This is an optimization exercise on Yosys and OpenROAD, whose aim is small area, a short achievable clock period and few clock cycles per item, not a production implementation. Power figures rest on the tool's default switching activity, not on a simulated workload.

==> flow/design.v <==
module sobel_stream_filter #(
  parameter int IMG_W  = 256,
  parameter int IMG_H  = 256,
  parameter int CH_W   = 8
) (
  input  logic                i_clk,
  input  logic                i_rst,
  input  logic                rgb_vld,
  input  logic [3*CH_W-1:0]   rgb_data,
  output logic                rgb_busy,
  output logic                result_vld,
  output logic [3*CH_W-1:0]   result_data,
  input  logic                result_busy
);
  localparam int CW   = $clog2(IMG_W);
  localparam int RW   = $clog2(IMG_H);
  localparam int NT   = 4;                 
  localparam int TW   = $clog2(NT);
  localparam int SEG  = IMG_W / NT;        
  localparam int QD   = 4;                 
  localparam int CAP  = QD + 1;            
  localparam int QW   = $clog2(QD + 1);
  typedef logic [CH_W-1:0] pix_t;
  logic [CW-1:0] col;
  logic [RW-1:0] row;
  logic [CW-1:0] dl;         
  logic [2:0]    cnt;        
  logic          vh;         
  logic [CH_W:0] rbh;        
  pix_t          gh;         
  logic          fire;       
  logic [NT-1:0] wt;         
  logic          acc, hit, xfer;
  assign acc  = rgb_vld && !rgb_busy;
  assign xfer = result_vld && !result_busy;
  logic [CW-1:0] dl_n;
  logic [2:0]    cnt_f, cnt_n;
  logic          vh_n, fire_n, room_n;
  assign dl_n   = fire ? dl : dl + 1'b1;
  assign cnt_f  = cnt + {2'b00, fire && hit};
  assign cnt_n  = cnt_f - {2'b00, xfer};
  assign room_n = xfer ? (cnt_f <= 3'(CAP)) : (cnt_f < 3'(CAP));
  assign vh_n   = acc || (vh && !fire);
  assign fire_n = vh_n && (dl_n[CW-TW-1:0] == '0) && room_n;
  logic [CW-1:0] col_n;
  logic [RW-1:0] row_n;
  assign col_n = (col == CW'(IMG_W - 1)) ? '0 : col + 1'b1;
  assign row_n = (col == CW'(IMG_W - 1)) ? ((row == RW'(IMG_H - 1)) ? '0 : row + 1'b1) : row;
  always_ff @(posedge i_clk) begin
    if (i_rst) begin
      col      <= '0;
      row      <= '0;
      hit      <= 1'b0;
      dl       <= '1;     
      cnt      <= '0;
      vh       <= 1'b0;
      fire     <= 1'b0;
      wt       <= '0;
      rgb_busy <= 1'b0;
    end else begin
      dl   <= dl_n;
      cnt  <= cnt_n;
      vh   <= vh_n;
      fire <= fire_n;
      for (int j = 0; j < NT; j++)
        wt[j] <= fire_n && (dl_n[CW-1 -: TW] == TW'(j));
      if (fire) begin
        col <= col_n;
        row <= row_n;
        hit <= (row_n >= RW'(2)) && (col_n >= CW'(2));
      end
      rgb_busy <= vh_n && !fire_n;
    end
  end
  always_ff @(posedge i_clk) begin
    if (acc) begin
      rbh <= {1'b0, rgb_data[3*CH_W-1 -: CH_W]} + {1'b0, rgb_data[CH_W-1:0]};
      gh  <= rgb_data[2*CH_W-1 -: CH_W];
    end
  end
  logic [CH_W+1:0] y_sum;
  pix_t            yh;
  assign y_sum = {1'b0, rbh} + {1'b0, gh, 1'b0};
  assign yh    = y_sum[CH_W+1:2];
  logic [2*CH_W-1:0] ring [IMG_W];
  pix_t              y_f;              
  logic [2*CH_W-1:0] tap  [NT];        
  always_comb begin
    for (int j = 0; j < NT; j++) tap[j] = ring[(j * SEG + IMG_W - 1) % IMG_W];
  end
  logic [NT-1:0] wf;
  always_ff @(posedge i_clk) begin
    if (i_rst) wf <= '0;
    else       wf <= wt;
  end
  always_ff @(posedge i_clk) begin
    for (int i = 0; i < IMG_W; i++) begin
      if (i % SEG == 1) begin
        if (wf[i / SEG]) ring[i] <= {ring[i-1][CH_W-1:0], y_f};
        else             ring[i] <= ring[i-1];
      end else begin
        ring[i] <= ring[(i + IMG_W - 1) % IMG_W];
      end
    end
  end
  logic [2*CH_W-1:0] t_c, t_f;
  logic              v_f, h_f;
  always_comb begin
    t_c = '0;
    for (int j = 0; j < NT; j++) if (wt[j]) t_c = t_c | tap[j];
  end
  always_ff @(posedge i_clk) begin
    t_f <= t_c;
    y_f <= yh;
    if (i_rst) begin
      v_f <= 1'b0;
      h_f <= 1'b0;
    end else begin
      v_f <= fire;
      h_f <= fire && hit;
    end
  end
  pix_t                   a_f, b_f;
  logic        [CH_W+1:0] s_c, s_s;
  logic signed [CH_W:0]   d_c, d_s;
  logic                   v_s, h_s;
  assign a_f = t_f[CH_W-1:0];
  assign b_f = t_f[2*CH_W-1:CH_W];
  assign s_c = {2'b00, b_f} + {1'b0, a_f, 1'b0} + {2'b00, y_f};
  assign d_c = $signed({1'b0, y_f}) - $signed({1'b0, b_f});
  always_ff @(posedge i_clk) begin
    s_s <= s_c;
    d_s <= d_c;
    if (i_rst) begin
      v_s <= 1'b0;
      h_s <= 1'b0;
    end else begin
      v_s <= v_f;
      h_s <= h_f;
    end
  end
  logic        [CH_W+1:0] s1, s2;
  logic signed [CH_W:0]   d1;
  logic signed [CH_W+2:0] e, gx, gy;
  pix_t                   gx_g, gy_g;
  logic                   sx_g, sy_g, ox_g, oy_g, h_g;
  assign gx = $signed({1'b0, s_s}) - $signed({1'b0, s2});
  assign gy = d_s + e;
  always_ff @(posedge i_clk) begin
    if (v_s) begin
      s1 <= s_s;
      s2 <= s1;
      d1 <= d_s;
      e  <= (d_s <<< 1) + d1;
    end
    gx_g <= gx[CH_W-1:0];
    gy_g <= gy[CH_W-1:0];
    sx_g <= gx[CH_W+2];
    sy_g <= gy[CH_W+2];
    ox_g <= gx[CH_W+1:CH_W] != {2{gx[CH_W+2]}};
    oy_g <= gy[CH_W+1:CH_W] != {2{gy[CH_W+2]}};
    if (i_rst) h_g <= 1'b0;
    else       h_g <= h_s;
  end
  logic [CH_W+1:0] msum;
  pix_t            m;
  assign msum = {2'b00, gx_g ^ {CH_W{sx_g}}} + {2'b00, gy_g ^ {CH_W{sy_g}}}
              + {{(CH_W+1){1'b0}}, sx_g} + {{(CH_W+1){1'b0}}, sy_g};
  assign m    = (ox_g || oy_g || msum[CH_W+1:CH_W] != 2'b00) ? '1 : msum[CH_W-1:0];
  pix_t          q [QD];
  logic [QW-1:0] qn;                
  pix_t          out_d;             
  pix_t          out_h;             
  pix_t          out_n;
  logic          ld;                
  assign ld    = !result_vld || !result_busy;
  assign out_n = (qn != '0) ? q[0] : m;
  always_ff @(posedge i_clk) begin
    if (i_rst) begin
      result_vld <= 1'b0;
      qn         <= '0;
    end else begin
      if (ld) begin
        if (qn != '0) begin
          result_vld <= 1'b1;
          qn         <= qn - 1'b1 + QW'(h_g);
        end else begin
          result_vld <= h_g;
        end
      end else begin
        qn <= qn + QW'(h_g);
      end
    end
  end
  always_ff @(posedge i_clk) begin
    if (ld) out_h <= out_n;
    out_d <= ld ? out_n : out_h;
    for (int i = 0; i < QD; i++) begin
      if (ld && qn != '0) begin
        if (h_g && (QW'(i) == qn - 1'b1)) q[i] <= m;
        else if (i < QD - 1)              q[i] <= q[i+1];
      end else if (!ld) begin
        if (h_g && (QW'(i) == qn)) q[i] <= m;
      end
    end
  end
  assign result_data = {out_d, out_d, out_d};
endmodule
make LEC_CHECK=0 CAP_MARGIN=20 CORE_MARGIN=2 CORE_UTILIZATION=40 CTS_BUF_LIST=sky130_fd_sc_hd__clkbuf_16 CTS_CLUSTER_DIAMETER=60 CTS_CLUSTER_SIZE=30 PLACE_DENSITY=0.6 SETUP_SLACK_MARGIN=5 SLEW_MARGIN=20 finish   # period 8.0 ns
run.sh (not shown) runs the stock make flow with config.mk's settings and CLKGATE_MAP_FILE= SYNTH_SCRIPT=/design/flow/synth_recipe.tcl, a recipe that flattens the netlist after the stock synthesis.
Rerun with:
--- a/flow/design.v
+++ b/flow/design.v
@@ -18,5 +18,5 @@
   localparam int TW   = $clog2(NT);
   localparam int SEG  = IMG_W / NT;        
-  localparam int QD   = 4;                 
+  localparam int QD   = 3;                 
   localparam int CAP  = QD + 1;            
   localparam int QW   = $clog2(QD + 1);
@@ -122,35 +122,21 @@
   end
   pix_t                   a_f, b_f;
-  logic        [CH_W+1:0] s_c, s_s;
-  logic signed [CH_W:0]   d_c, d_s;
-  logic                   v_s, h_s;
+  logic        [CH_W+1:0] s_c, s1, s2;
+  logic signed [CH_W:0]   d_c, d1;
+  logic signed [CH_W+2:0] e, gx, gy;
+  pix_t                   gx_g, gy_g;
+  logic                   sx_g, sy_g, ox_g, oy_g, h_g;
   assign a_f = t_f[CH_W-1:0];
   assign b_f = t_f[2*CH_W-1:CH_W];
   assign s_c = {2'b00, b_f} + {1'b0, a_f, 1'b0} + {2'b00, y_f};
   assign d_c = $signed({1'b0, y_f}) - $signed({1'b0, b_f});
+  assign gx  = $signed({1'b0, s_c}) - $signed({1'b0, s2});
+  assign gy  = d_c + e;
   always_ff @(posedge i_clk) begin
-    s_s <= s_c;
-    d_s <= d_c;
-    if (i_rst) begin
-      v_s <= 1'b0;
-      h_s <= 1'b0;
-    end else begin
-      v_s <= v_f;
-      h_s <= h_f;
-    end
-  end
-  logic        [CH_W+1:0] s1, s2;
-  logic signed [CH_W:0]   d1;
-  logic signed [CH_W+2:0] e, gx, gy;
-  pix_t                   gx_g, gy_g;
-  logic                   sx_g, sy_g, ox_g, oy_g, h_g;
-  assign gx = $signed({1'b0, s_s}) - $signed({1'b0, s2});
-  assign gy = d_s + e;
-  always_ff @(posedge i_clk) begin
-    if (v_s) begin
-      s1 <= s_s;
+    if (v_f) begin
+      s1 <= s_c;
       s2 <= s1;
-      d1 <= d_s;
-      e  <= (d_s <<< 1) + d1;
+      d1 <= d_c;
+      e  <= (d_c <<< 1) + d1;
     end
     gx_g <= gx[CH_W-1:0];
@@ -161,5 +147,5 @@
     oy_g <= gy[CH_W+1:CH_W] != {2{gy[CH_W+2]}};
     if (i_rst) h_g <= 1'b0;
-    else       h_g <= h_s;
+    else       h_g <= h_f;
   end
   logic [CH_W+1:0] msum;
@@ -170,10 +156,7 @@
   pix_t          q [QD];
   logic [QW-1:0] qn;                
-  pix_t          out_d;             
-  pix_t          out_h;             
-  pix_t          out_n;
+  pix_t          out_d;
   logic          ld;                
-  assign ld    = !result_vld || !result_busy;
-  assign out_n = (qn != '0) ? q[0] : m;
+  assign ld = !result_vld || !result_busy;
   always_ff @(posedge i_clk) begin
     if (i_rst) begin
@@ -194,6 +177,5 @@
   end
   always_ff @(posedge i_clk) begin
-    if (ld) out_h <= out_n;
-    out_d <= ld ? out_n : out_h;
+    if (ld) out_d <= (qn != '0) ? q[0] : m;
     for (int i = 0; i < QD; i++) begin
       if (ld && qn != '0) begin
Non-clock buffer count rose by 17. Power barely changes. Utilization rose by 0.35 points. Clock-buffer cell count rose by 5. Global-route usage stays flat. Synthesized area fell slightly. Worst hold slack is better by 0.0067 ns. Maximum frequency fell by roughly a tenth. Combinational power barely changes. Clock power hardly moves.
Function was not checked in any run of this note: the RTL went through the layout flow alone.

static timing again, ports no longer ideal:
No port has a modelled driver above. Below, the same layouts with a new extraction and two added sets of constraints.
Step 1 assumes that a clkbuf_16 drives the clock port and a buf_2 every other input.
Step 2 adds t to the input delays and takes it off the output delays; t is the mean of the earliest and latest rising clock arrival at the registers after step 1. Input paths then give back, and output paths get back, about the clock's delay inside the block.
a / b / c = ideal ports / drivers / drivers and shift; a / b = the first two.
run | shift t [ns] | setup slack, ns | worst slew at a driven data input, ns
the first run | 0.889 | 4.849 / 4.764 / 4.206 | 0.24
the second run | 0.895 | 4.458 / 4.458 / 4.217 | 0.11
After both steps every run listed still meets setup and hold. The setup slack of the first run, which loses most, moves by -0.085 ns with the drivers and by -0.643 ns with both steps.
